This is an optimization exercise on Yosys and OpenROAD, whose aim is small area, not a production implementation.
Function was checked by simulation only, so behaviour that the tests miss may differ from the original.
Power and IR drop assume default switching activity.

<file path="flow/design.v">
`timescale 1ns/1ps
package wallacePkg;
	localparam int rowCount = 13;
	localparam int rowWidth = 26;
	localparam int rowShift = 2;
	localparam int productWidth = 48;
	localparam int pipeDepth = 3;
endpackage
`timescale 1ns/1ps
module fullAdder (input logic a, input logic b, input logic c, output logic s, output logic co);
	assign s = a ^ b ^ c;
	assign co = (a & b) | (a & c) | (b & c);
endmodule
module halfAdder (input logic a, input logic b, output logic s, output logic co);
	assign s = a ^ b;
	assign co = a & b;
endmodule
module earlyReducer
(
	input logic clk,
	input logic rstN,
	input logic [337:0] rows,
	input logic inValid,
	output logic [13:0] lowQ,
	output logic [64:0] pairQ,
	output logic carryQ,
	output logic earlyValid
);
	logic w1, w2, w3, w4, w5, w6, w7, w8, w9, w10, w11, w12, w13, w14, w15, w16, w17, w18, w19, w20, w21, w22, w23, w24, w25, w26, w27, w28, w29, w30, w31, w32, w33, w34, w35, w36, w37, w38, w39, w40, w41, w42, w43, w44, w45, w46, w47, w48, w49, w50, w51, w52, w53, w54, w55, w56, w57, w58, w59, w60, w61, w62, w63, w64, w65, w66, w67, w68, w69, w70, w71, w72, w73, w74, w75, w76, w77, w78, w79, w80, w81, w82, w83, w84, w85, w86, w87, w88, w89, w90, w91, w92, w93, w94, w95, w96, w97, w98, w99, w100, w101, w102, w103, w104, w105, w106, w107, w108, w109, w110, w111, w112, w113, w114, w115, w116, w117, w118, w119, w120, w121, w122, w123, w124, w125, w126, w127, w128, w129, w130, w131, w132, w133, w134, w135, w136, w137, w138, w139, w140, w141, w142, w143, w144, w145, w146, w147, w148, w149, w150, w151, w152, w153, w154, w155, w156, w157, w158, w159, w160, w161, w162, w163, w164, w165, w166, w167, w168, w169, w170, w171, w172, w173, w174, w175, w176, w177, w178, w179, w180, w181, w182, w183, w184, w185, w186, w187, w188, w189, w190, w191, w192, w193, w194, w195, w196, w197, w198, w199, w200, w201, w202, w203, w204, w205, w206, w207, w208, w209, w210, w211, w212, w213, w214, w215, w216, w217, w218, w219, w220, w221, w222, w223, w224, w225, w226, w227, w228, w229, w230, w231, w232, w233, w234, w235, w236, w237, w238, w239, w240, w241, w242, w243, w244, w245, w246, w247, w248, w249, w250, w251, w252, w253, w254, w255, w256, w257, w258, w259, w260, w261, w262, w263, w264, w265, w266, w267, w268, w269, w270, w271, w272, w273, w274, w275, w276, w277, w278, w279, w280, w281, w282, w283, w284, w285, w286, w287, w288, w289, w290, w291, w292, w293, w294, w295, w296, w297, w298, w299, w300, w301, w302, w303, w304, w305, w306, w307, w308, w309, w310, w311, w312, w313, w314, w315, w316, w317, w318, w319, w320, w321, w322, w323, w324, w325, w326, w327, w328, w329, w330, w331, w332, w333, w334, w335, w336, w337, w338, w339, w340, w341, w342, w343, w344, w345, w346, w347, w348, w349, w350, w351, w352, w353, w354, w355, w356, w357, w358, w359, w360, w361, w362, w363, w364, w365, w366, w367, w368, w369, w370, w371, w372, w373, w374, w375, w376, w377, w378, w379, w380, w381, w382, w383, w384, w385, w386, w387, w388, w389, w390, w391, w392, w393, w394, w395, w396, w397, w398, w399, w400, w401, w402, w403, w404, w405, w406, w407, w408, w409, w410, w411, w412, w413, w414, w415, w416, w417, w418, w419, w420, w421, w422, w423, w424, w425, w426, w427, w428, w429, w430, w431, w432, w433, w434, w435, w436, w437, w438, w439, w440, w441, w442, w443, w444, w445, w446, w447, w448, w449, w450, w451, w452, w453, w454, w455, w456, w457, w458, w459, w460, w461, w462, w463, w464, w465, w466, w467, w468, w469, w470, w471, w472, w473, w474, w475, w476, w477, w478, w479, w480, w481, w482, w483, w484, w485, w486, w487, w488, w489, w490, w491, w492, w493, w494, w495, w496, w497, w498, w499, w500, w501, w502, w503, w504, w505, w506, w507, w508, w509, w510, w511, w512, w513, w514, w515, w516, w517, w518, w519, w520, w521, w522, w523, w524, w525, w526, w527, w528, w529, w530, w531, w532, w533, w534, w535, w536, w537, w538, w539, w540, w541, w542, w543, w544, w545, w546, w547, w548, w549, w550, w551, w552, w553, w554, w555, w556, w557, w558, w559, w560, w561, w562, w563, w564, w565, w566, w567, w568, w569, w570, w571, w572, w573, w574, w575, w576, w577, w578, w579, w580, w581, w582, w583, w584, w585, w586, w587, w588, w589, w590, w591, w592, w593, w594, w595, w596, w597, w598, w599, w600, w601, w602, w603, w604;
	halfAdder uw1 (.a(rows[18]), .b(rows[42]), .s(w1), .co(w2));
	fullAdder uw3 (.a(rows[19]), .b(rows[43]), .c(rows[67]), .s(w3), .co(w4));
	fullAdder uw5 (.a(rows[20]), .b(rows[44]), .c(rows[68]), .s(w5), .co(w6));
	halfAdder uw7 (.a(rows[92]), .b(rows[116]), .s(w7), .co(w8));
	fullAdder uw9 (.a(rows[21]), .b(rows[45]), .c(rows[69]), .s(w9), .co(w10));
	fullAdder uw11 (.a(rows[93]), .b(rows[117]), .c(rows[141]), .s(w11), .co(w12));
	fullAdder uw13 (.a(rows[22]), .b(rows[46]), .c(rows[70]), .s(w13), .co(w14));
	fullAdder uw15 (.a(rows[94]), .b(rows[118]), .c(rows[142]), .s(w15), .co(w16));
	halfAdder uw17 (.a(rows[166]), .b(rows[190]), .s(w17), .co(w18));
	fullAdder uw19 (.a(rows[23]), .b(rows[47]), .c(rows[71]), .s(w19), .co(w20));
	fullAdder uw21 (.a(rows[95]), .b(rows[119]), .c(rows[143]), .s(w21), .co(w22));
	fullAdder uw23 (.a(rows[167]), .b(rows[191]), .c(rows[215]), .s(w23), .co(w24));
	fullAdder uw25 (.a(rows[24]), .b(rows[48]), .c(rows[72]), .s(w25), .co(w26));
	fullAdder uw27 (.a(rows[96]), .b(rows[120]), .c(rows[144]), .s(w27), .co(w28));
	fullAdder uw29 (.a(rows[168]), .b(rows[192]), .c(rows[216]), .s(w29), .co(w30));
	halfAdder uw31 (.a(rows[240]), .b(rows[264]), .s(w31), .co(w32));
	fullAdder uw33 (.a(rows[25]), .b(rows[49]), .c(rows[73]), .s(w33), .co(w34));
	fullAdder uw35 (.a(rows[97]), .b(rows[121]), .c(rows[145]), .s(w35), .co(w36));
	fullAdder uw37 (.a(rows[169]), .b(rows[193]), .c(rows[217]), .s(w37), .co(w38));
	fullAdder uw39 (.a(rows[241]), .b(rows[265]), .c(rows[289]), .s(w39), .co(w40));
	fullAdder uw41 (.a(rows[25]), .b(rows[50]), .c(rows[74]), .s(w41), .co(w42));
	fullAdder uw43 (.a(rows[98]), .b(rows[122]), .c(rows[146]), .s(w43), .co(w44));
	fullAdder uw45 (.a(rows[170]), .b(rows[194]), .c(rows[218]), .s(w45), .co(w46));
	fullAdder uw47 (.a(rows[242]), .b(rows[266]), .c(rows[290]), .s(w47), .co(w48));
	fullAdder uw49 (.a(rows[75]), .b(rows[99]), .c(rows[123]), .s(w49), .co(w50));
	fullAdder uw51 (.a(rows[147]), .b(rows[171]), .c(rows[195]), .s(w51), .co(w52));
	fullAdder uw53 (.a(rows[219]), .b(rows[243]), .c(rows[267]), .s(w53), .co(w54));
	assign w55 = ~rows[291];
	fullAdder uw56 (.a(rows[25]), .b(rows[51]), .c(w55), .s(w56), .co(w57));
	fullAdder uw58 (.a(rows[76]), .b(rows[100]), .c(rows[124]), .s(w58), .co(w59));
	fullAdder uw60 (.a(rows[148]), .b(rows[172]), .c(rows[196]), .s(w60), .co(w61));
	fullAdder uw62 (.a(rows[220]), .b(rows[244]), .c(rows[268]), .s(w62), .co(w63));
	fullAdder uw64 (.a(rows[101]), .b(rows[125]), .c(rows[149]), .s(w64), .co(w65));
	fullAdder uw66 (.a(rows[173]), .b(rows[197]), .c(rows[221]), .s(w66), .co(w67));
	fullAdder uw68 (.a(rows[245]), .b(rows[269]), .c(rows[293]), .s(w68), .co(w69));
	fullAdder uw70 (.a(rows[102]), .b(rows[126]), .c(rows[150]), .s(w70), .co(w71));
	fullAdder uw72 (.a(rows[174]), .b(rows[198]), .c(rows[222]), .s(w72), .co(w73));
	fullAdder uw74 (.a(rows[127]), .b(rows[151]), .c(rows[175]), .s(w74), .co(w75));
	fullAdder uw76 (.a(rows[199]), .b(rows[223]), .c(rows[247]), .s(w76), .co(w77));
	fullAdder uw78 (.a(rows[128]), .b(rows[152]), .c(rows[176]), .s(w78), .co(w79));
	fullAdder uw80 (.a(rows[153]), .b(rows[177]), .c(rows[201]), .s(w80), .co(w81));
	halfAdder uw82 (.a(rows[12]), .b(rows[36]), .s(w82), .co(w83));
	fullAdder uw84 (.a(rows[13]), .b(rows[37]), .c(rows[61]), .s(w84), .co(w85));
	fullAdder uw86 (.a(rows[14]), .b(rows[38]), .c(rows[62]), .s(w86), .co(w87));
	halfAdder uw88 (.a(rows[86]), .b(rows[110]), .s(w88), .co(w89));
	fullAdder uw90 (.a(rows[15]), .b(rows[39]), .c(rows[63]), .s(w90), .co(w91));
	fullAdder uw92 (.a(rows[87]), .b(rows[111]), .c(rows[135]), .s(w92), .co(w93));
	fullAdder uw94 (.a(rows[16]), .b(rows[40]), .c(rows[64]), .s(w94), .co(w95));
	fullAdder uw96 (.a(rows[88]), .b(rows[112]), .c(rows[136]), .s(w96), .co(w97));
	halfAdder uw98 (.a(rows[160]), .b(rows[184]), .s(w98), .co(w99));
	fullAdder uw100 (.a(rows[17]), .b(rows[41]), .c(rows[65]), .s(w100), .co(w101));
	fullAdder uw102 (.a(rows[89]), .b(rows[113]), .c(rows[137]), .s(w102), .co(w103));
	fullAdder uw104 (.a(rows[161]), .b(rows[185]), .c(rows[209]), .s(w104), .co(w105));
	fullAdder uw106 (.a(rows[66]), .b(rows[90]), .c(rows[114]), .s(w106), .co(w107));
	fullAdder uw108 (.a(rows[138]), .b(rows[162]), .c(rows[186]), .s(w108), .co(w109));
	fullAdder uw110 (.a(rows[210]), .b(rows[234]), .c(w1), .s(w110), .co(w111));
	fullAdder uw112 (.a(rows[91]), .b(rows[115]), .c(rows[139]), .s(w112), .co(w113));
	fullAdder uw114 (.a(rows[163]), .b(rows[187]), .c(rows[211]), .s(w114), .co(w115));
	fullAdder uw116 (.a(rows[235]), .b(w2), .c(w3), .s(w116), .co(w117));
	fullAdder uw118 (.a(rows[140]), .b(rows[164]), .c(rows[188]), .s(w118), .co(w119));
	fullAdder uw120 (.a(rows[212]), .b(rows[236]), .c(rows[260]), .s(w120), .co(w121));
	fullAdder uw122 (.a(w7), .b(w4), .c(w5), .s(w122), .co(w123));
	fullAdder uw124 (.a(rows[165]), .b(rows[189]), .c(rows[213]), .s(w124), .co(w125));
	fullAdder uw126 (.a(rows[237]), .b(rows[261]), .c(w8), .s(w126), .co(w127));
	fullAdder uw128 (.a(w6), .b(w9), .c(w11), .s(w128), .co(w129));
	fullAdder uw130 (.a(rows[214]), .b(rows[238]), .c(rows[262]), .s(w130), .co(w131));
	fullAdder uw132 (.a(rows[286]), .b(w17), .c(w10), .s(w132), .co(w133));
	fullAdder uw134 (.a(w12), .b(w13), .c(w15), .s(w134), .co(w135));
	fullAdder uw136 (.a(rows[239]), .b(rows[263]), .c(rows[287]), .s(w136), .co(w137));
	fullAdder uw138 (.a(w18), .b(w14), .c(w16), .s(w138), .co(w139));
	fullAdder uw140 (.a(w19), .b(w21), .c(w23), .s(w140), .co(w141));
	fullAdder uw142 (.a(rows[288]), .b(rows[312]), .c(w31), .s(w142), .co(w143));
	fullAdder uw144 (.a(w20), .b(w22), .c(w24), .s(w144), .co(w145));
	fullAdder uw146 (.a(w25), .b(w27), .c(w29), .s(w146), .co(w147));
	fullAdder uw148 (.a(rows[313]), .b(w32), .c(w26), .s(w148), .co(w149));
	fullAdder uw150 (.a(w28), .b(w30), .c(w33), .s(w150), .co(w151));
	fullAdder uw152 (.a(w35), .b(w37), .c(w39), .s(w152), .co(w153));
	fullAdder uw154 (.a(rows[314]), .b(w34), .c(w36), .s(w154), .co(w155));
	fullAdder uw156 (.a(w38), .b(w40), .c(w41), .s(w156), .co(w157));
	fullAdder uw158 (.a(w43), .b(w45), .c(w47), .s(w158), .co(w159));
	fullAdder uw160 (.a(rows[315]), .b(w42), .c(w44), .s(w160), .co(w161));
	fullAdder uw162 (.a(w46), .b(w48), .c(w49), .s(w162), .co(w163));
	assign w164 = ~w56;
	fullAdder uw165 (.a(w51), .b(w53), .c(w164), .s(w165), .co(w166));
	fullAdder uw167 (.a(rows[316]), .b(w50), .c(w52), .s(w167), .co(w168));
	fullAdder uw169 (.a(w54), .b(w58), .c(w60), .s(w169), .co(w170));
	assign w171 = ~w62;
	fullAdder uw172 (.a(rows[292]), .b(w57), .c(w171), .s(w172), .co(w173));
	assign w174 = ~rows[77];
	fullAdder uw175 (.a(rows[292]), .b(rows[317]), .c(w174), .s(w175), .co(w176));
	fullAdder uw177 (.a(w59), .b(w61), .c(w63), .s(w177), .co(w178));
	fullAdder uw179 (.a(w64), .b(w66), .c(w68), .s(w179), .co(w180));
	fullAdder uw181 (.a(rows[270]), .b(rows[294]), .c(rows[318]), .s(w181), .co(w182));
	fullAdder uw183 (.a(w65), .b(w67), .c(w69), .s(w183), .co(w184));
	assign w185 = ~rows[246];
	fullAdder uw186 (.a(w185), .b(w70), .c(w72), .s(w186), .co(w187));
	fullAdder uw188 (.a(rows[246]), .b(rows[271]), .c(rows[295]), .s(w188), .co(w189));
	fullAdder uw190 (.a(rows[319]), .b(w71), .c(w73), .s(w190), .co(w191));
	assign w192 = ~rows[103];
	fullAdder uw193 (.a(w192), .b(w74), .c(w76), .s(w193), .co(w194));
	fullAdder uw195 (.a(rows[224]), .b(rows[248]), .c(rows[272]), .s(w195), .co(w196));
	assign w197 = ~rows[200];
	fullAdder uw198 (.a(rows[296]), .b(rows[320]), .c(w197), .s(w198), .co(w199));
	fullAdder uw200 (.a(w75), .b(w77), .c(w78), .s(w200), .co(w201));
	fullAdder uw202 (.a(rows[200]), .b(rows[225]), .c(rows[249]), .s(w202), .co(w203));
	fullAdder uw204 (.a(rows[273]), .b(rows[297]), .c(rows[321]), .s(w204), .co(w205));
	assign w206 = ~rows[129];
	fullAdder uw207 (.a(w206), .b(w79), .c(w80), .s(w207), .co(w208));
	fullAdder uw209 (.a(rows[178]), .b(rows[202]), .c(rows[226]), .s(w209), .co(w210));
	fullAdder uw211 (.a(rows[250]), .b(rows[274]), .c(rows[298]), .s(w211), .co(w212));
	assign w213 = ~rows[154];
	fullAdder uw214 (.a(rows[322]), .b(w213), .c(w81), .s(w214), .co(w215));
	fullAdder uw216 (.a(rows[154]), .b(rows[179]), .c(rows[203]), .s(w216), .co(w217));
	fullAdder uw218 (.a(rows[227]), .b(rows[251]), .c(rows[275]), .s(w218), .co(w219));
	assign w220 = ~rows[155];
	fullAdder uw221 (.a(rows[299]), .b(rows[323]), .c(w220), .s(w221), .co(w222));
	fullAdder uw223 (.a(rows[180]), .b(rows[204]), .c(rows[228]), .s(w223), .co(w224));
	fullAdder uw225 (.a(rows[252]), .b(rows[276]), .c(rows[300]), .s(w225), .co(w226));
	fullAdder uw227 (.a(rows[205]), .b(rows[229]), .c(rows[253]), .s(w227), .co(w228));
	fullAdder uw229 (.a(rows[277]), .b(rows[301]), .c(rows[325]), .s(w229), .co(w230));
	fullAdder uw231 (.a(rows[206]), .b(rows[230]), .c(rows[254]), .s(w231), .co(w232));
	fullAdder uw233 (.a(rows[231]), .b(rows[255]), .c(rows[279]), .s(w233), .co(w234));
	halfAdder uw235 (.a(rows[8]), .b(rows[32]), .s(w235), .co(w236));
	fullAdder uw237 (.a(rows[9]), .b(rows[33]), .c(rows[57]), .s(w237), .co(w238));
	fullAdder uw239 (.a(rows[10]), .b(rows[34]), .c(rows[58]), .s(w239), .co(w240));
	halfAdder uw241 (.a(rows[82]), .b(rows[106]), .s(w241), .co(w242));
	fullAdder uw243 (.a(rows[11]), .b(rows[35]), .c(rows[59]), .s(w243), .co(w244));
	fullAdder uw245 (.a(rows[83]), .b(rows[107]), .c(rows[131]), .s(w245), .co(w246));
	fullAdder uw247 (.a(rows[60]), .b(rows[84]), .c(rows[108]), .s(w247), .co(w248));
	fullAdder uw249 (.a(rows[132]), .b(rows[156]), .c(w82), .s(w249), .co(w250));
	fullAdder uw251 (.a(rows[85]), .b(rows[109]), .c(rows[133]), .s(w251), .co(w252));
	fullAdder uw253 (.a(rows[157]), .b(w83), .c(w84), .s(w253), .co(w254));
	fullAdder uw255 (.a(rows[134]), .b(rows[158]), .c(rows[182]), .s(w255), .co(w256));
	fullAdder uw257 (.a(w88), .b(w85), .c(w86), .s(w257), .co(w258));
	fullAdder uw259 (.a(rows[159]), .b(rows[183]), .c(w89), .s(w259), .co(w260));
	fullAdder uw261 (.a(w87), .b(w90), .c(w92), .s(w261), .co(w262));
	fullAdder uw263 (.a(rows[208]), .b(w98), .c(w91), .s(w263), .co(w264));
	fullAdder uw265 (.a(w93), .b(w94), .c(w96), .s(w265), .co(w266));
	fullAdder uw267 (.a(w99), .b(w95), .c(w97), .s(w267), .co(w268));
	fullAdder uw269 (.a(w100), .b(w102), .c(w104), .s(w269), .co(w270));
	fullAdder uw271 (.a(w101), .b(w103), .c(w105), .s(w271), .co(w272));
	fullAdder uw273 (.a(w106), .b(w108), .c(w110), .s(w273), .co(w274));
	fullAdder uw275 (.a(w107), .b(w109), .c(w112), .s(w275), .co(w276));
	fullAdder uw277 (.a(w114), .b(w111), .c(w116), .s(w277), .co(w278));
	fullAdder uw279 (.a(w113), .b(w115), .c(w118), .s(w279), .co(w280));
	fullAdder uw281 (.a(w120), .b(w117), .c(w122), .s(w281), .co(w282));
	fullAdder uw283 (.a(w119), .b(w121), .c(w124), .s(w283), .co(w284));
	fullAdder uw285 (.a(w126), .b(w123), .c(w128), .s(w285), .co(w286));
	fullAdder uw287 (.a(w125), .b(w130), .c(w127), .s(w287), .co(w288));
	fullAdder uw289 (.a(w132), .b(w129), .c(w134), .s(w289), .co(w290));
	fullAdder uw291 (.a(w131), .b(w136), .c(w133), .s(w291), .co(w292));
	fullAdder uw293 (.a(w135), .b(w138), .c(w140), .s(w293), .co(w294));
	fullAdder uw295 (.a(w137), .b(w142), .c(w139), .s(w295), .co(w296));
	fullAdder uw297 (.a(w141), .b(w144), .c(w146), .s(w297), .co(w298));
	fullAdder uw299 (.a(w143), .b(w145), .c(w148), .s(w299), .co(w300));
	fullAdder uw301 (.a(w147), .b(w150), .c(w152), .s(w301), .co(w302));
	fullAdder uw303 (.a(w149), .b(w151), .c(w153), .s(w303), .co(w304));
	fullAdder uw305 (.a(w154), .b(w156), .c(w158), .s(w305), .co(w306));
	fullAdder uw307 (.a(w155), .b(w157), .c(w159), .s(w307), .co(w308));
	fullAdder uw309 (.a(w160), .b(w162), .c(w165), .s(w309), .co(w310));
	fullAdder uw311 (.a(w161), .b(w163), .c(w166), .s(w311), .co(w312));
	assign w313 = ~w172;
	fullAdder uw314 (.a(w167), .b(w169), .c(w313), .s(w314), .co(w315));
	fullAdder uw316 (.a(w175), .b(w168), .c(w170), .s(w316), .co(w317));
	assign w318 = ~w173;
	fullAdder uw319 (.a(w177), .b(w318), .c(w179), .s(w319), .co(w320));
	fullAdder uw321 (.a(w176), .b(w181), .c(w178), .s(w321), .co(w322));
	fullAdder uw323 (.a(w180), .b(w183), .c(w186), .s(w323), .co(w324));
	fullAdder uw325 (.a(w182), .b(w188), .c(w184), .s(w325), .co(w326));
	fullAdder uw327 (.a(w187), .b(w190), .c(w193), .s(w327), .co(w328));
	fullAdder uw329 (.a(w189), .b(w195), .c(w198), .s(w329), .co(w330));
	fullAdder uw331 (.a(w191), .b(w194), .c(w200), .s(w331), .co(w332));
	fullAdder uw333 (.a(w196), .b(w199), .c(w202), .s(w333), .co(w334));
	fullAdder uw335 (.a(w204), .b(w201), .c(w207), .s(w335), .co(w336));
	fullAdder uw337 (.a(w203), .b(w205), .c(w209), .s(w337), .co(w338));
	fullAdder uw339 (.a(w211), .b(w208), .c(w214), .s(w339), .co(w340));
	fullAdder uw341 (.a(w210), .b(w212), .c(w216), .s(w341), .co(w342));
	fullAdder uw343 (.a(w218), .b(w221), .c(w215), .s(w343), .co(w344));
	fullAdder uw345 (.a(w217), .b(w219), .c(w222), .s(w345), .co(w346));
	assign w347 = ~rows[324];
	fullAdder uw348 (.a(w347), .b(w223), .c(w225), .s(w348), .co(w349));
	fullAdder uw350 (.a(rows[324]), .b(w224), .c(w226), .s(w350), .co(w351));
	assign w352 = ~rows[181];
	fullAdder uw353 (.a(w352), .b(w227), .c(w229), .s(w353), .co(w354));
	assign w355 = ~rows[278];
	fullAdder uw356 (.a(rows[302]), .b(rows[326]), .c(w355), .s(w356), .co(w357));
	fullAdder uw358 (.a(w228), .b(w230), .c(w231), .s(w358), .co(w359));
	fullAdder uw360 (.a(rows[278]), .b(rows[303]), .c(rows[327]), .s(w360), .co(w361));
	assign w362 = ~rows[207];
	fullAdder uw363 (.a(w362), .b(w232), .c(w233), .s(w363), .co(w364));
	fullAdder uw365 (.a(rows[256]), .b(rows[280]), .c(rows[304]), .s(w365), .co(w366));
	assign w367 = ~rows[232];
	fullAdder uw368 (.a(rows[328]), .b(w367), .c(w234), .s(w368), .co(w369));
	fullAdder uw370 (.a(rows[232]), .b(rows[257]), .c(rows[281]), .s(w370), .co(w371));
	assign w372 = ~rows[233];
	fullAdder uw373 (.a(rows[305]), .b(rows[329]), .c(w372), .s(w373), .co(w374));
	fullAdder uw375 (.a(rows[258]), .b(rows[282]), .c(rows[306]), .s(w375), .co(w376));
	fullAdder uw377 (.a(rows[283]), .b(rows[307]), .c(rows[331]), .s(w377), .co(w378));
	halfAdder uw379 (.a(rows[6]), .b(rows[30]), .s(w379), .co(w380));
	fullAdder uw381 (.a(rows[7]), .b(rows[31]), .c(rows[55]), .s(w381), .co(w382));
	fullAdder uw383 (.a(rows[56]), .b(rows[80]), .c(rows[104]), .s(w383), .co(w384));
	fullAdder uw385 (.a(rows[81]), .b(rows[105]), .c(w236), .s(w385), .co(w386));
	fullAdder uw387 (.a(rows[130]), .b(w241), .c(w238), .s(w387), .co(w388));
	fullAdder uw389 (.a(w242), .b(w240), .c(w243), .s(w389), .co(w390));
	fullAdder uw391 (.a(w244), .b(w246), .c(w247), .s(w391), .co(w392));
	fullAdder uw393 (.a(w248), .b(w251), .c(w250), .s(w393), .co(w394));
	fullAdder uw395 (.a(w252), .b(w255), .c(w254), .s(w395), .co(w396));
	fullAdder uw397 (.a(w256), .b(w259), .c(w258), .s(w397), .co(w398));
	fullAdder uw399 (.a(w260), .b(w263), .c(w262), .s(w399), .co(w400));
	fullAdder uw401 (.a(w264), .b(w266), .c(w267), .s(w401), .co(w402));
	fullAdder uw403 (.a(w268), .b(w270), .c(w271), .s(w403), .co(w404));
	fullAdder uw405 (.a(w272), .b(w275), .c(w274), .s(w405), .co(w406));
	fullAdder uw407 (.a(w276), .b(w279), .c(w278), .s(w407), .co(w408));
	fullAdder uw409 (.a(w280), .b(w283), .c(w282), .s(w409), .co(w410));
	fullAdder uw411 (.a(w284), .b(w287), .c(w286), .s(w411), .co(w412));
	fullAdder uw413 (.a(w288), .b(w291), .c(w290), .s(w413), .co(w414));
	fullAdder uw415 (.a(w292), .b(w295), .c(w294), .s(w415), .co(w416));
	fullAdder uw417 (.a(w296), .b(w299), .c(w298), .s(w417), .co(w418));
	fullAdder uw419 (.a(w300), .b(w302), .c(w303), .s(w419), .co(w420));
	fullAdder uw421 (.a(w304), .b(w306), .c(w307), .s(w421), .co(w422));
	fullAdder uw423 (.a(w308), .b(w310), .c(w311), .s(w423), .co(w424));
	fullAdder uw425 (.a(w312), .b(w316), .c(w315), .s(w425), .co(w426));
	fullAdder uw427 (.a(w317), .b(w321), .c(w320), .s(w427), .co(w428));
	fullAdder uw429 (.a(w322), .b(w325), .c(w324), .s(w429), .co(w430));
	fullAdder uw431 (.a(w329), .b(w326), .c(w328), .s(w431), .co(w432));
	fullAdder uw433 (.a(w330), .b(w333), .c(w332), .s(w433), .co(w434));
	fullAdder uw435 (.a(w334), .b(w337), .c(w336), .s(w435), .co(w436));
	fullAdder uw437 (.a(w338), .b(w341), .c(w343), .s(w437), .co(w438));
	fullAdder uw439 (.a(w342), .b(w345), .c(w348), .s(w439), .co(w440));
	fullAdder uw441 (.a(w346), .b(w349), .c(w350), .s(w441), .co(w442));
	fullAdder uw443 (.a(w356), .b(w351), .c(w354), .s(w443), .co(w444));
	fullAdder uw445 (.a(w357), .b(w360), .c(w359), .s(w445), .co(w446));
	fullAdder uw447 (.a(w361), .b(w365), .c(w364), .s(w447), .co(w448));
	fullAdder uw449 (.a(w366), .b(w370), .c(w373), .s(w449), .co(w450));
	fullAdder uw451 (.a(w371), .b(w374), .c(w375), .s(w451), .co(w452));
	fullAdder uw453 (.a(rows[330]), .b(w376), .c(w377), .s(w453), .co(w454));
	assign w455 = ~rows[284];
	fullAdder uw456 (.a(rows[308]), .b(rows[332]), .c(w455), .s(w456), .co(w457));
	fullAdder uw458 (.a(rows[284]), .b(rows[309]), .c(rows[333]), .s(w458), .co(w459));
	halfAdder uw460 (.a(rows[4]), .b(rows[28]), .s(w460), .co(w461));
	fullAdder uw462 (.a(rows[5]), .b(rows[29]), .c(rows[53]), .s(w462), .co(w463));
	fullAdder uw464 (.a(rows[54]), .b(rows[78]), .c(w379), .s(w464), .co(w465));
	fullAdder uw466 (.a(rows[79]), .b(w380), .c(w381), .s(w466), .co(w467));
	fullAdder uw468 (.a(w235), .b(w382), .c(w383), .s(w468), .co(w469));
	fullAdder uw470 (.a(w384), .b(w237), .c(w385), .s(w470), .co(w471));
	fullAdder uw472 (.a(w239), .b(w386), .c(w387), .s(w472), .co(w473));
	fullAdder uw474 (.a(w245), .b(w388), .c(w389), .s(w474), .co(w475));
	fullAdder uw476 (.a(w249), .b(w390), .c(w391), .s(w476), .co(w477));
	fullAdder uw478 (.a(w392), .b(w253), .c(w393), .s(w478), .co(w479));
	fullAdder uw480 (.a(w257), .b(w394), .c(w395), .s(w480), .co(w481));
	fullAdder uw482 (.a(w261), .b(w396), .c(w397), .s(w482), .co(w483));
	fullAdder uw484 (.a(w265), .b(w398), .c(w399), .s(w484), .co(w485));
	fullAdder uw486 (.a(w269), .b(w400), .c(w401), .s(w486), .co(w487));
	fullAdder uw488 (.a(w273), .b(w402), .c(w403), .s(w488), .co(w489));
	fullAdder uw490 (.a(w404), .b(w277), .c(w405), .s(w490), .co(w491));
	fullAdder uw492 (.a(w281), .b(w406), .c(w407), .s(w492), .co(w493));
	fullAdder uw494 (.a(w285), .b(w408), .c(w409), .s(w494), .co(w495));
	fullAdder uw496 (.a(w289), .b(w410), .c(w411), .s(w496), .co(w497));
	fullAdder uw498 (.a(w293), .b(w412), .c(w413), .s(w498), .co(w499));
	fullAdder uw500 (.a(w297), .b(w414), .c(w415), .s(w500), .co(w501));
	fullAdder uw502 (.a(w301), .b(w416), .c(w417), .s(w502), .co(w503));
	fullAdder uw504 (.a(w305), .b(w418), .c(w419), .s(w504), .co(w505));
	fullAdder uw506 (.a(w309), .b(w420), .c(w421), .s(w506), .co(w507));
	fullAdder uw508 (.a(w314), .b(w422), .c(w423), .s(w508), .co(w509));
	fullAdder uw510 (.a(w319), .b(w424), .c(w425), .s(w510), .co(w511));
	fullAdder uw512 (.a(w323), .b(w426), .c(w427), .s(w512), .co(w513));
	fullAdder uw514 (.a(w327), .b(w428), .c(w429), .s(w514), .co(w515));
	fullAdder uw516 (.a(w331), .b(w430), .c(w431), .s(w516), .co(w517));
	fullAdder uw518 (.a(w335), .b(w432), .c(w433), .s(w518), .co(w519));
	fullAdder uw520 (.a(w339), .b(w434), .c(w435), .s(w520), .co(w521));
	fullAdder uw522 (.a(w340), .b(w436), .c(w437), .s(w522), .co(w523));
	fullAdder uw524 (.a(w344), .b(w439), .c(w438), .s(w524), .co(w525));
	fullAdder uw526 (.a(w353), .b(w440), .c(w441), .s(w526), .co(w527));
	fullAdder uw528 (.a(w358), .b(w442), .c(w443), .s(w528), .co(w529));
	fullAdder uw530 (.a(w363), .b(w444), .c(w445), .s(w530), .co(w531));
	fullAdder uw532 (.a(w368), .b(w446), .c(w447), .s(w532), .co(w533));
	fullAdder uw534 (.a(w369), .b(w449), .c(w448), .s(w534), .co(w535));
	assign w536 = ~rows[330];
	fullAdder uw537 (.a(w536), .b(w450), .c(w451), .s(w537), .co(w538));
	assign w539 = ~rows[259];
	fullAdder uw540 (.a(w539), .b(w452), .c(w453), .s(w540), .co(w541));
	fullAdder uw542 (.a(w378), .b(w456), .c(w454), .s(w542), .co(w543));
	assign w544 = ~rows[285];
	fullAdder uw545 (.a(w544), .b(w457), .c(w458), .s(w545), .co(w546));
	assign w547 = ~rows[310];
	fullAdder uw548 (.a(rows[334]), .b(w547), .c(w459), .s(w548), .co(w549));
	assign w550 = rows[310] ^ rows[311] ^ rows[335];
	halfAdder uw551 (.a(rows[2]), .b(rows[26]), .s(w551), .co(w552));
	fullAdder uw553 (.a(rows[3]), .b(rows[27]), .c(w552), .s(w553), .co(w554));
	fullAdder uw555 (.a(rows[52]), .b(w460), .c(w554), .s(w555), .co(w556));
	fullAdder uw557 (.a(w461), .b(w462), .c(w556), .s(w557), .co(w558));
	halfAdder uw559 (.a(w463), .b(w464), .s(w559), .co(w560));
	halfAdder uw561 (.a(w465), .b(w466), .s(w561), .co(w562));
	halfAdder uw563 (.a(w467), .b(w468), .s(w563), .co(w564));
	halfAdder uw565 (.a(w469), .b(w470), .s(w565), .co(w566));
	halfAdder uw567 (.a(w471), .b(w472), .s(w567), .co(w568));
	halfAdder uw569 (.a(w473), .b(w474), .s(w569), .co(w570));
	halfAdder uw571 (.a(w475), .b(w476), .s(w571), .co(w572));
	halfAdder uw573 (.a(w477), .b(w478), .s(w573), .co(w574));
	assign w575 = w560 | (w559 & w558);
	assign w576 = w564 | (w563 & w562);
	assign w577 = w563 & w561;
	assign w578 = w568 | (w567 & w566);
	assign w579 = w567 & w565;
	assign w580 = w572 | (w571 & w570);
	assign w581 = w571 & w569;
	assign w582 = w576 | (w577 & w575);
	assign w583 = w580 | (w581 & w578);
	assign w584 = w581 & w579;
	assign w585 = w583 | (w584 & w582);
	assign w586 = w578 | (w579 & w582);
	assign w587 = w562 | (w561 & w575);
	assign w588 = w566 | (w565 & w582);
	assign w589 = w570 | (w569 & w586);
	assign w590 = w574 | (w573 & w585);
	assign w591 = w559 ^ w558;
	assign w592 = w561 ^ w575;
	assign w593 = w563 ^ w587;
	assign w594 = w565 ^ w582;
	assign w595 = w567 ^ w588;
	assign w596 = w569 ^ w586;
	assign w597 = w571 ^ w589;
	assign w598 = w573 ^ w585;
	halfAdder uw599 (.a(w545), .b(w543), .s(w599), .co(w600));
	fullAdder uw601 (.a(w546), .b(w548), .c(w600), .s(w601), .co(w602));
	assign w603 = w550 ^ w549 ^ w602;
	assign w604 = ~w603;
	always_ff @(posedge clk) begin
		lowQ[0] <= rows[0];
		lowQ[1] <= rows[1];
		lowQ[2] <= w551;
		lowQ[3] <= w553;
		lowQ[4] <= w555;
		lowQ[5] <= w557;
		lowQ[6] <= w591;
		lowQ[7] <= w592;
		lowQ[8] <= w593;
		lowQ[9] <= w594;
		lowQ[10] <= w595;
		lowQ[11] <= w596;
		lowQ[12] <= w597;
		lowQ[13] <= w598;
		pairQ[0] <= w479;
		pairQ[1] <= w480;
		pairQ[2] <= w481;
		pairQ[3] <= w482;
		pairQ[4] <= w483;
		pairQ[5] <= w484;
		pairQ[6] <= w485;
		pairQ[7] <= w486;
		pairQ[8] <= w487;
		pairQ[9] <= w488;
		pairQ[10] <= w489;
		pairQ[11] <= w490;
		pairQ[12] <= w491;
		pairQ[13] <= w492;
		pairQ[14] <= w493;
		pairQ[15] <= w494;
		pairQ[16] <= w495;
		pairQ[17] <= w496;
		pairQ[18] <= w497;
		pairQ[19] <= w498;
		pairQ[20] <= w499;
		pairQ[21] <= w500;
		pairQ[22] <= w501;
		pairQ[23] <= w502;
		pairQ[24] <= w503;
		pairQ[25] <= w504;
		pairQ[26] <= w505;
		pairQ[27] <= w506;
		pairQ[28] <= w507;
		pairQ[29] <= w508;
		pairQ[30] <= w509;
		pairQ[31] <= w510;
		pairQ[32] <= w511;
		pairQ[33] <= w512;
		pairQ[34] <= w513;
		pairQ[35] <= w514;
		pairQ[36] <= w515;
		pairQ[37] <= w516;
		pairQ[38] <= w517;
		pairQ[39] <= w518;
		pairQ[40] <= w519;
		pairQ[41] <= w520;
		pairQ[42] <= w521;
		pairQ[43] <= w522;
		pairQ[44] <= w523;
		pairQ[45] <= w524;
		pairQ[46] <= w525;
		pairQ[47] <= w526;
		pairQ[48] <= w527;
		pairQ[49] <= w528;
		pairQ[50] <= w529;
		pairQ[51] <= w530;
		pairQ[52] <= w531;
		pairQ[53] <= w532;
		pairQ[54] <= w533;
		pairQ[55] <= w534;
		pairQ[56] <= w535;
		pairQ[57] <= w537;
		pairQ[58] <= w538;
		pairQ[59] <= w540;
		pairQ[60] <= w541;
		pairQ[61] <= w542;
		pairQ[62] <= w599;
		pairQ[63] <= w601;
		pairQ[64] <= w604;
		carryQ <= w590;
	end
	always_ff @(posedge clk or negedge rstN) begin
		if (!rstN) begin
			earlyValid <= 1'b0;
		end else begin
			earlyValid <= inValid;
		end
	end
endmodule
`timescale 1ns/1ps
module lateReducer
(
	input logic clk,
	input logic rstN,
	input logic [13:0] lowQ,
	input logic [64:0] pairQ,
	input logic carryQ,
	input logic earlyValid,
	output logic [47:0] sumQ,
	output logic pairValid
);
	logic l1, l2, l3, l4, l5, l6, l7, l8, l9, l10, l11, l12, l13, l14, l15, l16, l17, l18, l19, l20, l21, l22, l23, l24, l25, l26, l27, l28, l29, l30, l31, l32, l33, l34, l35, l36, l37, l38, l39, l40, l41, l42, l43, l44, l45, l46, l47, l48, l49, l50, l51, l52, l53, l54, l55, l56, l57, l58, l59, l60, l61, l62, l63, l64, l65, l66, l67, l68, l69, l70, l71, l72, l73, l74, l75, l76, l77, l78, l79, l80, l81, l82, l83, l84, l85, l86, l87, l88, l89, l90, l91, l92, l93, l94, l95, l96, l97, l98, l99, l100, l101, l102, l103, l104, l105, l106, l107, l108, l109, l110, l111, l112, l113, l114, l115, l116, l117, l118, l119, l120, l121, l122, l123, l124, l125, l126, l127, l128, l129, l130, l131, l132, l133, l134, l135, l136, l137, l138, l139, l140, l141, l142, l143, l144, l145, l146, l147, l148, l149, l150, l151, l152, l153, l154, l155, l156, l157, l158, l159, l160, l161, l162, l163, l164, l165, l166, l167, l168, l169, l170, l171, l172, l173, l174, l175, l176, l177, l178, l179, l180, l181;
	halfAdder ul1 (.a(pairQ[0]), .b(pairQ[1]), .s(l1), .co(l2));
	halfAdder ul3 (.a(pairQ[2]), .b(pairQ[3]), .s(l3), .co(l4));
	halfAdder ul5 (.a(pairQ[4]), .b(pairQ[5]), .s(l5), .co(l6));
	halfAdder ul7 (.a(pairQ[6]), .b(pairQ[7]), .s(l7), .co(l8));
	halfAdder ul9 (.a(pairQ[8]), .b(pairQ[9]), .s(l9), .co(l10));
	halfAdder ul11 (.a(pairQ[10]), .b(pairQ[11]), .s(l11), .co(l12));
	halfAdder ul13 (.a(pairQ[12]), .b(pairQ[13]), .s(l13), .co(l14));
	halfAdder ul15 (.a(pairQ[14]), .b(pairQ[15]), .s(l15), .co(l16));
	halfAdder ul17 (.a(pairQ[16]), .b(pairQ[17]), .s(l17), .co(l18));
	halfAdder ul19 (.a(pairQ[18]), .b(pairQ[19]), .s(l19), .co(l20));
	halfAdder ul21 (.a(pairQ[20]), .b(pairQ[21]), .s(l21), .co(l22));
	halfAdder ul23 (.a(pairQ[22]), .b(pairQ[23]), .s(l23), .co(l24));
	halfAdder ul25 (.a(pairQ[24]), .b(pairQ[25]), .s(l25), .co(l26));
	halfAdder ul27 (.a(pairQ[26]), .b(pairQ[27]), .s(l27), .co(l28));
	halfAdder ul29 (.a(pairQ[28]), .b(pairQ[29]), .s(l29), .co(l30));
	halfAdder ul31 (.a(pairQ[30]), .b(pairQ[31]), .s(l31), .co(l32));
	halfAdder ul33 (.a(pairQ[32]), .b(pairQ[33]), .s(l33), .co(l34));
	halfAdder ul35 (.a(pairQ[34]), .b(pairQ[35]), .s(l35), .co(l36));
	halfAdder ul37 (.a(pairQ[36]), .b(pairQ[37]), .s(l37), .co(l38));
	halfAdder ul39 (.a(pairQ[38]), .b(pairQ[39]), .s(l39), .co(l40));
	halfAdder ul41 (.a(pairQ[40]), .b(pairQ[41]), .s(l41), .co(l42));
	halfAdder ul43 (.a(pairQ[42]), .b(pairQ[43]), .s(l43), .co(l44));
	halfAdder ul45 (.a(pairQ[44]), .b(pairQ[45]), .s(l45), .co(l46));
	halfAdder ul47 (.a(pairQ[46]), .b(pairQ[47]), .s(l47), .co(l48));
	halfAdder ul49 (.a(pairQ[48]), .b(pairQ[49]), .s(l49), .co(l50));
	halfAdder ul51 (.a(pairQ[50]), .b(pairQ[51]), .s(l51), .co(l52));
	halfAdder ul53 (.a(pairQ[52]), .b(pairQ[53]), .s(l53), .co(l54));
	halfAdder ul55 (.a(pairQ[54]), .b(pairQ[55]), .s(l55), .co(l56));
	halfAdder ul57 (.a(pairQ[56]), .b(pairQ[57]), .s(l57), .co(l58));
	halfAdder ul59 (.a(pairQ[58]), .b(pairQ[59]), .s(l59), .co(l60));
	halfAdder ul61 (.a(pairQ[60]), .b(pairQ[61]), .s(l61), .co(l62));
	assign l63 = l2 | (l1 & carryQ);
	assign l64 = l6 | (l5 & l4);
	assign l65 = l5 & l3;
	assign l66 = l10 | (l9 & l8);
	assign l67 = l9 & l7;
	assign l68 = l14 | (l13 & l12);
	assign l69 = l13 & l11;
	assign l70 = l18 | (l17 & l16);
	assign l71 = l17 & l15;
	assign l72 = l22 | (l21 & l20);
	assign l73 = l21 & l19;
	assign l74 = l26 | (l25 & l24);
	assign l75 = l25 & l23;
	assign l76 = l30 | (l29 & l28);
	assign l77 = l29 & l27;
	assign l78 = l34 | (l33 & l32);
	assign l79 = l33 & l31;
	assign l80 = l38 | (l37 & l36);
	assign l81 = l37 & l35;
	assign l82 = l42 | (l41 & l40);
	assign l83 = l41 & l39;
	assign l84 = l46 | (l45 & l44);
	assign l85 = l45 & l43;
	assign l86 = l50 | (l49 & l48);
	assign l87 = l49 & l47;
	assign l88 = l54 | (l53 & l52);
	assign l89 = l53 & l51;
	assign l90 = l58 | (l57 & l56);
	assign l91 = l57 & l55;
	assign l92 = l62 | (l61 & l60);
	assign l93 = l61 & l59;
	assign l94 = l64 | (l65 & l63);
	assign l95 = l68 | (l69 & l66);
	assign l96 = l69 & l67;
	assign l97 = l72 | (l73 & l70);
	assign l98 = l73 & l71;
	assign l99 = l76 | (l77 & l74);
	assign l100 = l77 & l75;
	assign l101 = l80 | (l81 & l78);
	assign l102 = l81 & l79;
	assign l103 = l84 | (l85 & l82);
	assign l104 = l85 & l83;
	assign l105 = l88 | (l89 & l86);
	assign l106 = l89 & l87;
	assign l107 = l92 | (l93 & l90);
	assign l108 = l93 & l91;
	assign l109 = l95 | (l96 & l94);
	assign l110 = l99 | (l100 & l97);
	assign l111 = l100 & l98;
	assign l112 = l103 | (l104 & l101);
	assign l113 = l104 & l102;
	assign l114 = l107 | (l108 & l105);
	assign l115 = l108 & l106;
	assign l116 = l110 | (l111 & l109);
	assign l117 = l114 | (l115 & l112);
	assign l118 = l115 & l113;
	assign l119 = l117 | (l118 & l116);
	assign l120 = l112 | (l113 & l116);
	assign l121 = l97 | (l98 & l109);
	assign l122 = l101 | (l102 & l116);
	assign l123 = l105 | (l106 & l120);
	assign l124 = l66 | (l67 & l94);
	assign l125 = l70 | (l71 & l109);
	assign l126 = l74 | (l75 & l121);
	assign l127 = l78 | (l79 & l116);
	assign l128 = l82 | (l83 & l122);
	assign l129 = l86 | (l87 & l120);
	assign l130 = l90 | (l91 & l123);
	assign l131 = l4 | (l3 & l63);
	assign l132 = l8 | (l7 & l94);
	assign l133 = l12 | (l11 & l124);
	assign l134 = l16 | (l15 & l109);
	assign l135 = l20 | (l19 & l125);
	assign l136 = l24 | (l23 & l121);
	assign l137 = l28 | (l27 & l126);
	assign l138 = l32 | (l31 & l116);
	assign l139 = l36 | (l35 & l127);
	assign l140 = l40 | (l39 & l122);
	assign l141 = l44 | (l43 & l128);
	assign l142 = l48 | (l47 & l120);
	assign l143 = l52 | (l51 & l129);
	assign l144 = l56 | (l55 & l123);
	assign l145 = l60 | (l59 & l130);
	assign l146 = l1 ^ carryQ;
	assign l147 = l3 ^ l63;
	assign l148 = l5 ^ l131;
	assign l149 = l7 ^ l94;
	assign l150 = l9 ^ l132;
	assign l151 = l11 ^ l124;
	assign l152 = l13 ^ l133;
	assign l153 = l15 ^ l109;
	assign l154 = l17 ^ l134;
	assign l155 = l19 ^ l125;
	assign l156 = l21 ^ l135;
	assign l157 = l23 ^ l121;
	assign l158 = l25 ^ l136;
	assign l159 = l27 ^ l126;
	assign l160 = l29 ^ l137;
	assign l161 = l31 ^ l116;
	assign l162 = l33 ^ l138;
	assign l163 = l35 ^ l127;
	assign l164 = l37 ^ l139;
	assign l165 = l39 ^ l122;
	assign l166 = l41 ^ l140;
	assign l167 = l43 ^ l128;
	assign l168 = l45 ^ l141;
	assign l169 = l47 ^ l120;
	assign l170 = l49 ^ l142;
	assign l171 = l51 ^ l129;
	assign l172 = l53 ^ l143;
	assign l173 = l55 ^ l123;
	assign l174 = l57 ^ l144;
	assign l175 = l59 ^ l130;
	assign l176 = l61 ^ l145;
	assign l177 = pairQ[62] ^ l119;
	assign l178 = l119 & pairQ[62];
	assign l179 = pairQ[63] ^ l178;
	assign l180 = l178 & pairQ[63];
	assign l181 = pairQ[64] ^ l180;
	always_ff @(posedge clk) begin
		sumQ[13:0] <= lowQ;
		sumQ[14] <= l146;
		sumQ[15] <= l147;
		sumQ[16] <= l148;
		sumQ[17] <= l149;
		sumQ[18] <= l150;
		sumQ[19] <= l151;
		sumQ[20] <= l152;
		sumQ[21] <= l153;
		sumQ[22] <= l154;
		sumQ[23] <= l155;
		sumQ[24] <= l156;
		sumQ[25] <= l157;
		sumQ[26] <= l158;
		sumQ[27] <= l159;
		sumQ[28] <= l160;
		sumQ[29] <= l161;
		sumQ[30] <= l162;
		sumQ[31] <= l163;
		sumQ[32] <= l164;
		sumQ[33] <= l165;
		sumQ[34] <= l166;
		sumQ[35] <= l167;
		sumQ[36] <= l168;
		sumQ[37] <= l169;
		sumQ[38] <= l170;
		sumQ[39] <= l171;
		sumQ[40] <= l172;
		sumQ[41] <= l173;
		sumQ[42] <= l174;
		sumQ[43] <= l175;
		sumQ[44] <= l176;
		sumQ[45] <= l177;
		sumQ[46] <= l179;
		sumQ[47] <= l181;
	end
	always_ff @(posedge clk or negedge rstN) begin
		if (!rstN) begin
			pairValid <= 1'b0;
		end else begin
			pairValid <= earlyValid;
		end
	end
endmodule
`timescale 1ns/1ps
module finalAdder
(
	input logic clk,
	input logic rstN,
	input logic [47:0] sumQ,
	input logic pairValid,
	output logic [47:0] product,
	output logic outValid
);
	always_ff @(posedge clk) begin
		product <= sumQ;
	end
	always_ff @(posedge clk or negedge rstN) begin
		if (!rstN) begin
			outValid <= 1'b0;
		end else begin
			outValid <= pairValid;
		end
	end
endmodule
`timescale 1ns/1ps
module wallaceTree
(
	input logic clk,
	input logic rstN,
	input logic [337:0] rows,
	input logic inValid,
	output logic [47:0] product,
	output logic outValid
);
	logic [13:0] lowQ;
	logic [64:0] pairQ;
	logic carryQ;
	logic earlyValid;
	logic [47:0] sumQ;
	logic pairValid;
	earlyReducer uEarly (
		.clk(clk),
		.rstN(rstN),
		.rows(rows),
		.inValid(inValid),
		.lowQ(lowQ),
		.pairQ(pairQ),
		.carryQ(carryQ),
		.earlyValid(earlyValid)
	);
	lateReducer uLate (
		.clk(clk),
		.rstN(rstN),
		.lowQ(lowQ),
		.pairQ(pairQ),
		.carryQ(carryQ),
		.earlyValid(earlyValid),
		.sumQ(sumQ),
		.pairValid(pairValid)
	);
	finalAdder uFinal (
		.clk(clk),
		.rstN(rstN),
		.sumQ(sumQ),
		.pairValid(pairValid),
		.product(product),
		.outValid(outValid)
	);
endmodule
</file>
<file path="flow/flow/run.sh">
#!/bin/bash
# Standard layout with smaller port buffers and no CTS dummy loads.
export BUFFER_PORTS_ARGS="-buffer_cell sky130_fd_sc_hd__buf_1"
export CTS_ARGS="-sink_clustering_enable -repair_clock_nets -dont_use_dummy_load -buf_list {sky130_fd_sc_hd__clkbuf_4 sky130_fd_sc_hd__clkbuf_8} -sink_clustering_size 30 -sink_clustering_max_diameter 100"
bash standard.sh > standard.log 2>&1
status=$?
tail -20 standard.log
exit $status
</file>
<file path="flow/standard.sh">
#!/bin/bash
# synth_recipe.tcl (not shown) runs the flow's synth.tcl, then flattens the netlist and writes it again
# the make line also repeats each setting of config.mk as NAME=value (left out here)
make -C /OpenROAD-flow-scripts/flow DESIGN_CONFIG=/design/flow/config.mk WORK_HOME=/design/flow/orfs CLKGATE_MAP_FILE= SYNTH_SCRIPT=/design/flow/synth_recipe.tcl "${@:-finish}"
</file>
<file path="flow/config.mk">
export PLATFORM = sky130hd
export DESIGN_NAME = wallaceTree
export DESIGN_NICKNAME = wallaceTree
export VERILOG_FILES = /design/flow/design.v
export SDC_FILE = /design/flow/constraint.sdc
export NUM_CORES = 4
export LEC_CHECK = 0
export CAP_MARGIN = 20
export CORE_MARGIN = 2
export CORE_UTILIZATION = 30
export GPL_ROUTABILITY_DRIVEN = 0
export GPL_TIMING_DRIVEN = 0
export SLEW_MARGIN = 20
export SYNTH_HIERARCHICAL = 1
</file>
<file path="flow/constraint.sdc">
create_clock -name core_clock -period 3.0 [get_ports {clk}]
set_input_delay 0.6000 -clock core_clock [delete_from_list [all_inputs] [get_ports {clk}]]
set_output_delay 0.6000 -clock core_clock [all_outputs]
set_load 0.01 [all_outputs]
</file>
==> run notes, run 1 <==
outcome=finished clean; VDD IR max=0.333 mV; post-CTS setup buffers=0; initial antenna violation count=2; # fillers=3396; M1 WL=7.74 mm; CTS buffer count=17; tightest slew margin relative to the limit=75.9%; maximum clock rate=344 MHz; Yosys reg bits=179; antenna cells=0; Rows=68; Top FF cell, synth=dfxtp_1; Slew Limit Fails=0; Setup Viol. Count Final=0; Routed WL per cell=14.3 um; Crit Path Category=in2reg; area leader, netlist=fa_1; # H-tree levels=4; Synth area leaders=fa_1 (49%), dfxtp_1 (33%), ha_1 (8.9%); met2 wire len=11.6 mm; fin crit period=2910 ps; met3 wire length=1.97 mm; share of layout cells above drive strength 1=4.80%; Seq/Total Area, Yosys=34.2%; CTS tree=yes; fin util=37.3%; initial core utilization=30.5%; die area=36600 um2; Starting DRT DRC Count=126; Ys Warns=9; nature of the critical path startpoint=primary input; worst endpoint required time=3330 ps; Setup Skew=35.6 ps; largest net degree at the start of global routing=19; via count=6203; PwrDens=859 nW/um2; Vias/cell=4.09; Max Used Layer=met5; vias in the first global route=7235; total I/O pin count=390; Fin. Hold Viols=0; first-pass GRT wire length=34.3 mm; Post-DRT Antenna Nets=0; Leakage=5.02 nW; RSZ-0062 raised after global routing=no; Core Region=34500 um2; drt drc=0; dpl ws=-368 ps; I/O Buffers=387; detailed-router iteration count before antenna repair=4; crit path DAT=3240 ps; Cells after Synth=657; nets@finish=1736; Die X=191 um; die height=191 um; GR Util All Layers=12.4%; Pwr Total=11.1 mW; Period Utilization, post-route=97.0%; hpwl dp=19.8 mm; max cap viols=0; GR Overflow Total=0; commonest cells in the netlist=fa_1 (256), dfxtp_1 (176), ha_1 (75), inv_1 (28), nor2_1 (23); final non-filler cell total=1517; Critical Path Sink Type=flip-flop; Root Buffer Master=clkbuf_8; Clock Sinks=179; worst-margin pin slew=358 ps; final wirelength=21.7 mm; count leader, synth=fa_1; synthesized cell area=10500 um2; Worst-path clk slew=90 ps; Synth cell types=34; Max FO, Critical Path=3; Hold Crit Class=in2reg; syn_area_per_cell=16.0 um2; clk buf depth=2; latest clock arrival within the worst-skew pair=450 ps; Syn Nets=1329; final worst slack=89.9 ps; placed insts=1499; Post-synth EDFFs=0; Area growth syn-to-layout=22.4%; post-synthesis async set-or-reset flop share=1.68%; area share of the largest cell type after synthesis=48.7%
-- final cells by class --
type / count / area, um2 / area share [%]
Timing Repair Buffer: 388 / 1460 / 11.4
Inverter: 28 / 105 / 0.816
Sequential cell: 179 / 3600 / 27.9
Clock buffer: 17 / 234 / 1.82
Tap cell: 455 / 569 / 4.42
Multi-Input combinational cell: 450 / 6910 / 53.6
-- state kept, by name, summed over array words and instances (netlist names) --
register / count
uLate.sumQ: 48
uLate.pairValid: 1
uEarly.lowQ: 14
uEarly.earlyValid: 1
uEarly.carryQ: 1
uFinal.outValid: 1
uEarly.pairQ: 65
uFinal.product: 48
-- power by group --
part / internal (mW) / switching [mW]
registers: 3.68 / 0.300
clock network: 0.502 / 0.734
logic: 2.74 / 3.10
total: 6.93 / 4.13
-- per-layer routing --
metal / up-vias / global-route usage (%)
met3: 22 / 4.41
met5: - / 0
met1: 3025 / 13.4
li1: 2909 / -
met2: 243 / 23.1
met4: 4 / 2.93
-- per-module statistics from Yosys, one instance, submodules excluded, excerpt --
module        cells  area, um2  flip-flops and latches
earlyReducer    131       1930                      81
finalAdder       49        986                      49
halfAdder         1       12.5                       0
lateReducer     169       1830                      49
fullAdder         1       20.0                       0
-- placed cells by master, fill, tap and decap left out, drive strengths merged, types with 6 or more instances in the layout --
cell type	synthesis	layout
clkbuf	0	17
dfxtp	176	176
xnor2	22	22
ha	75	75
nand2	10	10
nor2	23	23
a21o	11	11
a21oi	15	15
fa	256	256
inv	28	28
o21ai	6	6
buf	0	387
-- worst paths after layout --
path	to	cells past startpoint	start	slack [ps]
worst max-delay path	uEarly.carryQ	10	rows[108]	90
worst min-delay path	uEarly.lowQ[1]	1	rows[1]	240
worst max register to register	uLate.sumQ[47]	12	uEarly.pairQ[1]	170
worst min register to register	uFinal.product[19]	0	uLate.sumQ[19]	300
max in group asynchronous	uFinal.outValid	2	rstN	2300
min in group asynchronous	uLate.pairValid	2	rstN	530
-- critical path: stages --
cell and delay, ps:
buf_1 90, fa_1 580, fa_1 450, fa_1 590, ha_4 230, a21oi_2 110, o21a_1 120, o31ai_1 80
ha_2 180, or2_4 210
-- cells by family (layout without fill, tap and decap cells) --
logic type	Yosys count	count (layout)	synth area share (%)
flops	179	179	34.2
buf+inv	28	433	0.999
xor+xnor	23	23	1.91
simple gates	50	50	2.22
fa+ha+maj	331	331	57.6
compound gates	46	46	3.03
-- what timing repair did --
| item | CTS | global route |
|---|---|---|
| endpoints found under the hold margin | 3 | 0 |
| gates resized for setup | 1 | 1 |
| pin swaps | 0 | 2 |
| endpoints found under the setup margin | 1 | 2 |
| hold buffers | 1 | 0 |
-- per-stage QoR --
stage / hold slack [ps] / TNS (ps) / cell area [um2]
after floorplan: 304 / -288 / 10600
after global placement: 310 / -6690 / 12600
after detailed placement: 312 / -7110 / 12600
after CTS: 201 / 0 / 12900
after global routing: 203 / 0 / 12900
final: 245 / 0 / 12900
==> run 2: changes to the inputs <==
--- a/flow/config.mk
+++ b/flow/config.mk
@@ -8,7 +8,7 @@
 export CAP_MARGIN = 20
 export CORE_MARGIN = 2
 export CORE_UTILIZATION = 30
-export GPL_ROUTABILITY_DRIVEN = 0
 export GPL_TIMING_DRIVEN = 0
+export PLACE_DENSITY = 0.7
 export SLEW_MARGIN = 20
 export SYNTH_HIERARCHICAL = 1
==> run 2 against run 1 <==
Power up 0.16%. Sequential power about the same. Combinational power hardly changed. First-iteration DRC count down 13%. Clock skew is 15 ps lower. Synthesized cell count is the same. Maximum frequency down 0.16%. Clock-buffer cell count unchanged. Flip-flop and latch count is the same. Core utilization is the same. Worst setup slack worse by 4.7 ps. Sequential share of layout area unchanged. Largest cell class unchanged. Highest routed layer is now met4.
==> run notes, run 2 <==
final worst slack=85.2 ps (-4.71 ps); multiplexer share of the synthesized area=0% (unchanged); Clock Sinks=179 (unchanged); VDD IR max=0.390 mV (+17%); GR Util All Layers=12.3% (-0.14 points); FF-to-FF path depth=12 (unchanged); Worst-path clk slew=90 ps (about the same); post-synthesis async set-or-reset flop share=1.68% (unchanged); final wirelength=21.0 mm (-3.0%); commonest cells in the netlist=fa_1 (256), dfxtp_1 (176), ha_1 (75), inv_1 (28), nor2_1 (23); first-pass GRT wire length=33.8 mm (-1.6%); commonest non-fill, non-tap cells in the layout=buf_1 (387), fa_1 (238), dfxtp_1 (176); CP Launch Point=rows[23]; Top FF cell, synth=dfxtp_1; Largest regs=uEarly.pairQ: 65 flops, uFinal.product: 48 flops, uLate.sumQ: 48 flops; GR Overflow Total=0 (unchanged); setup TNS=0 ps (unchanged); Setup Viol. Count Final=0 (unchanged); Root Buffer Master=clkbuf_8; Simple-Gate Fraction of Synth Area=2.22% (unchanged); Critical-path top delay cell=fa_1; initial antenna violation count=0 (-2); commonest non-fill, non-tap cell in the layout=buf_1; CP cell instances=buf_1 -> fa_1 -> fa_1 -> fa_1 -> fa_1 -> fa_1; Synth cell types=34 (unchanged); Rows=68 (unchanged); Leakage=5.02 nW (about the same); CTS buffer count=17 (unchanged); outcome=finished clean; placed insts=1499 (unchanged); I/O Buffers=387 (unchanged); CP bufs+invs=1 (unchanged); Yosys reg bits=179 (unchanged); detailed-router iteration count before antenna repair=5 (+1); dpl ws=-434 ps (-65.4 ps); tightest slew margin relative to the limit=78.8% (+2.9 points); syn_area_per_cell=16.0 um2 (unchanged); Pwr Total=11.1 mW (+0.16%); Vias/cell=4.10 (+0.21%); Worst Hold Depth=1 (unchanged); largest net degree at the start of global routing=17 (-2); Critical Path Sink Type=flip-flop; area share of fa/ha/maj cells after synthesis=57.6% (unchanged); nature of the critical path startpoint=primary input; Syn Nets=1329 (unchanged); area leader, netlist=fa_1; antenna cells=0 (unchanged); die height=191 um (unchanged); PwrDens=861 nW/um2 (+0.16%); final non-filler cell total=1517 (unchanged); Starting DRT DRC Count=110 (-13%); xor/xnor cell area share of the yosys netlist=1.91% (unchanged); largest family of logic cells by synthesized area=adder cells; Area growth syn-to-layout=22.4% (unchanged); crit path DAT=3250 ps (about the same); r2r startpoint=uEarly.pairQ[0]; Period Utilization, post-route=97.2% (+0.16 points); synthesized cell area=10500 um2 (unchanged); hpwl dp=19.2 mm (-3.2%); Slew Limit Fails=0 (unchanged); share of layout cells above drive strength 1=4.80% (unchanged); Biggest register=uEarly.pairQ; latest clock arrival within the worst-skew pair=470 ps (+20 ps); Crit. path cell count=6 (-4); Hold Crit Class=in2reg; via count=6216 (+0.21%); CTS tree=yes; Max FO, Critical Path=1 (-2); Routed WL per cell=13.9 um (-3.0%); fin crit period=2910 ps (+4.71 ps); initial core utilization=30.5% (unchanged); Ys Warns=9 (unchanged); worst-margin pin slew=318 ps (-39.8 ps); # H-tree levels=4 (unchanged); RSZ-0062 raised after global routing=no; Crit path largest cell delay=600 ps (about the same); post-synthesis compound-gate area fraction=3.03% (unchanged); Die X=191 um (unchanged); nets@finish=1736 (unchanged); count leader, synth=fa_1; area share of the largest cell type after synthesis=48.7% (unchanged); worst endpoint required time=3330 ps (about the same); Post-synth EDFFs=0 (unchanged); Cells after Synth=657 (unchanged); fin area=12900 um2 (unchanged); clk buf depth=2 (unchanged); Setup Skew=20.6 ps (-15.0 ps); max FFs per register=65 (unchanged); GPL Wtd Cong=0.831; Synth area leaders=fa_1 (49%), dfxtp_1 (33%), ha_1 (8.9%); post-CTS setup buffers=0 (unchanged); worst hold slack=211 ps (-33.3 ps); Core Region=34500 um2 (unchanged); Seq/Total Area, Yosys=34.2% (unchanged); drt drc=0 (unchanged); fin util=37.3% (unchanged); crit-path leading delay family=adder cells; Cell Area, Placed=12600 um2 (unchanged); total I/O pin count=390 (unchanged); max cap viols=0 (unchanged); Hold Path Origin=rows[1]; Fin. Hold Viols=0 (unchanged); Critical Path Most Common Cell=fa_1; die area=36600 um2 (unchanged); vias in the first global route=7237 (+0.028%); Post-DRT Antenna Nets=0 (unchanged); Crit Path Category=in2reg; maximum clock rate=343 MHz (-0.16%)
## run 2: path summary, 6_finish.rpt
path	endpoint	slack [ps]
setup / recovery	uEarly.pairQ[25]	90
hold / removal	uEarly.lowQ[1]	210
setup reg to reg	uLate.sumQ[47]	210
hold reg to reg	uFinal.product[37]	320
max in group asynchronous	uFinal.outValid	2330
min in group asynchronous	uLate.pairValid	520
## run 2: area by class of cell
class	instances	area [um2]
fill	3313	21700
timing repair buffer	388	1460
multi-input combinational	450	6910
sequential	179	3600
inverter	28	105
clock buffer	17	234
tap	455	569
## run 2: report_power, final
group,switching (mW),internal (mW)
logic,3.12,2.75
clock network,0.727,0.500
registers,0.302,3.68
total,4.15,6.93
## run 2: repair_timing
| item | CTS | global route |
|---|---|---|
| hold buffers | 1 | 0 |
| gates resized for setup | 0 | 2 |
| endpoints found under the setup margin | 0 | 4 |
| hold endpoints to repair | 3 | 0 |
## run 2: cells by family (layout without fill, tap and decap cells)
| logic type | count (synthesis) | in the layout |
|---|---|---|
| adder cells (fa/ha/maj) | 331 | 331 |
| flip-flops | 179 | 179 |
| buffers and inverters | 28 | 433 |
| AND/OR/NAND/NOR | 50 | 50 |
| AO/OA/AOI/OAI | 46 | 46 |
| XOR/XNOR | 23 | 23 |
## run 2: Yosys stat by module (local to each module, per instance), excerpt
module,times used,cells
finalAdder,1,49
halfAdder,52,1
lateReducer,1,169
fullAdder,256,1
earlyReducer,1,131
## run 2: routing by layer
metal  part of all wire, %  vias to the layer above  wire length [um]  global-route usage [%]
met5                     0                        -                 0                       0
met4                   1.5                        0               317                    3.70
met3                   8.5                       22              1790                    4.17
met2                    55                      252             11600                    23.5
met1                    35                     3040              7300                    12.5
li1                      -                     2902                 -                       -
==> run 3: changes to the inputs <==
--- a/flow/config.mk
+++ b/flow/config.mk
@@ -9,6 +9,6 @@
 export CORE_MARGIN = 2
 export CORE_UTILIZATION = 30
 export GPL_TIMING_DRIVEN = 0
-export PLACE_DENSITY = 0.7
+export PLACE_DENSITY = 0.5
 export SLEW_MARGIN = 20
 export SYNTH_HIERARCHICAL = 1
==> run 3 against run 2 <==
Still clean. Sequential share of layout area fell by 0.052 points. Global-route usage is 0.21 points higher. Flip-flop and latch count unchanged. Maximum frequency up 1.8%. Hold slack better by 25 ps. Largest power group unchanged.
==> run notes, run 3 <==
share of layout cells above drive strength 1=5.08% (+0.28 points); first-pass GRT wire length=34.4 mm (+1.7%); RSZ-0062 raised after global routing=no; Period Utilization, post-route=95.4% (-1.7 points); detailed-router iteration count before antenna repair=4 (-1); area leader, netlist=fa_1; fin crit period=2860 ps (-51.5 ps); maximum clock rate=349 MHz (+1.8%); outcome=finished clean; Hold Crit Endpoint=uEarly.earlyValid; Hold Path Origin=inValid; Vias/cell=4.08 (-0.47%); die height=191 um (unchanged); fin util=37.3% (+0.069 points); initial core utilization=30.5% (unchanged); Cells after Synth=657 (unchanged); Worst Hold Depth=1 (unchanged); # H-tree levels=4 (unchanged); CP cell instances=buf_1 -> fa_1 -> fa_1 -> fa_1 -> ha_4 -> a21oi_2 -> o21a_1 -> o31ai_1 -> ha_2 -> or2_4; flop2flop setup slack=160 ps (-50 ps); Setup Skew=27.9 ps (+7.33 ps); via count=6191 (-0.40%); Syn Nets=1329 (unchanged); CP bufs+invs=1 (unchanged); final wirelength=21.5 mm (+2.4%); total I/O pin count=390 (unchanged); PwrDens=859 nW/um2 (-0.14%); Setup Viol. Count Final=0 (unchanged); Ys Warns=9 (unchanged); area share of the largest cell type after synthesis=48.7% (unchanged); Critical-path top delay cell=fa_1; Leakage=5.02 nW (+0.10%); Yosys reg bits=179 (unchanged); Max FO, Critical Path=3 (+2); synthesized cell area=10500 um2 (unchanged); Hold Crit Class=in2reg; Routed WL per cell=14.2 um (+2.3%); worst endpoint required time=3330 ps (about the same); nature of the critical path startpoint=primary input; Synth cell types=34 (unchanged); max cap viols=0 (unchanged); GPL Wtd Cong=0.772 (-7.1%); count leader, synth=fa_1; Biggest register=uEarly.pairQ; hpwl dp=19.9 mm (+3.6%); Synth area leaders=fa_1 (49%), dfxtp_1 (33%), ha_1 (8.9%); crit path DAT=3200 ps (-50 ps); GR Util All Layers=12.5% (+0.21 points); nets@finish=1737 (+0.058%)
-- run 3: modules after synthesis, one instance, submodules excluded, a selection --
module / copies in the design / flip-flops and latches / area [um2]
earlyReducer: 1 / 81 / 1930
finalAdder: 1 / 49 / 986
lateReducer: 1 / 49 / 1830
fullAdder: 256 / 0 / 20.0
halfAdder: 52 / 0 / 12.5
-- run 3: stage by stage --
stage          TNS, ps  instances  power, mW  setup slack, ps  hold slack, ps
3_3_place_gp     -6770       1499       10.0             -371             310
3_5_place_dp     -7280       1499       10.1             -345             312
2_1_floorplan     -288        657       8.11             -142             304
4_1_cts              0       1517       11.4             24.0             188
5_1_grt              0       1518       12.5             20.5             189
6_report             0       1518       11.1              137             236
-- run 3: layout make-up --
class / count / area (um2) / area share (%)
flip-flops and latches: 179 / 3600 / 27.9
well taps: 455 / 569 / 4.41
clock buffers: 17 / 234 / 1.81
inverters: 28 / 105 / 0.815
repair buffers: 389 / 1470 / 11.4
multi-input cells: 450 / 6920 / 53.7
-- run 3: report_power, final --
group | switching, mW | leakage, nW | internal [mW]
combinational | 3.10 | 3.38 | 2.77
clock | 0.736 | 0.122 | 0.502
sequential | 0.296 | 1.52 | 3.68
-- run 3: what timing repair did --
item,in CTS,in global routing
setup buffers,0,1
setup endpoints to repair,1,2
hold endpoints to repair,3,0
hold buffers,1,0
pin swaps,0,5
gates resized for setup,1,4
-- run 3: worst max-delay path by stage --
stage,from,to,slack (ps),cells past startpoint
4_1_cts,uEarly.pairQ[0],uLate.sumQ[47],20,12
3_5_place_dp,rows[46],uEarly.pairQ[21],-340,6
3_3_place_gp,rows[108],uEarly.carryQ,-370,10
5_1_grt,uEarly.pairQ[1],uLate.sumQ[47],20,12
2_1_floorplan,rows[108],uEarly.carryQ,-140,9
6_report,rows[108],uEarly.carryQ,140,10
-- run 3: routing by layer --
metal | GRT usage [%] | share of wire, % | up-vias
met2 | 22.5 | 52 | 224
met1 | 14.1 | 37 | 3039
met4 | 3.40 | 1.5 | 2
met5 | 0 | 0.074 | -
li1 | - | - | 2904
met3 | 4.13 | 8.6 | 22
-- run 3: cell families (layout without fill, tap and decap cells) --
group,Yosys count,in the layout,synth area share [%]
compound gates,46,46,3.03
xor+xnor,23,23,1.91
fa+ha+maj,331,331,57.6
buf+inv,28,434,0.999
flops,179,179,34.2
simple gates,50,50,2.22

-- afterwards: timing with drivers on the ports --
The flow's constraints put no driver on any port. The routed layouts listed below were extracted and timed again, unchanged, in two steps. Step 1 sets driving cells, clkbuf_16 on the clock port and buf_2 on the other inputs (assumed; they add their load-dependent delay and slew). Step 2, shift: input delay + t, output delay - t, t = (earliest + latest rising clock arrival at the registers) / 2. This alone moves slack from input paths to output paths. a / b / c = no drivers / after step 1 / after step 2; a / b = the first two.
run	shift t [ns]	slack for setup (ns)
run 1	0.478	0.090 / 0.106 / -0.372
run 2	0.502	0.085 / 0.105 / -0.398
run 3	0.491	0.137 / 0.156 / -0.335
Met with ideal ports but missed after step 2: setup timing in every run listed.
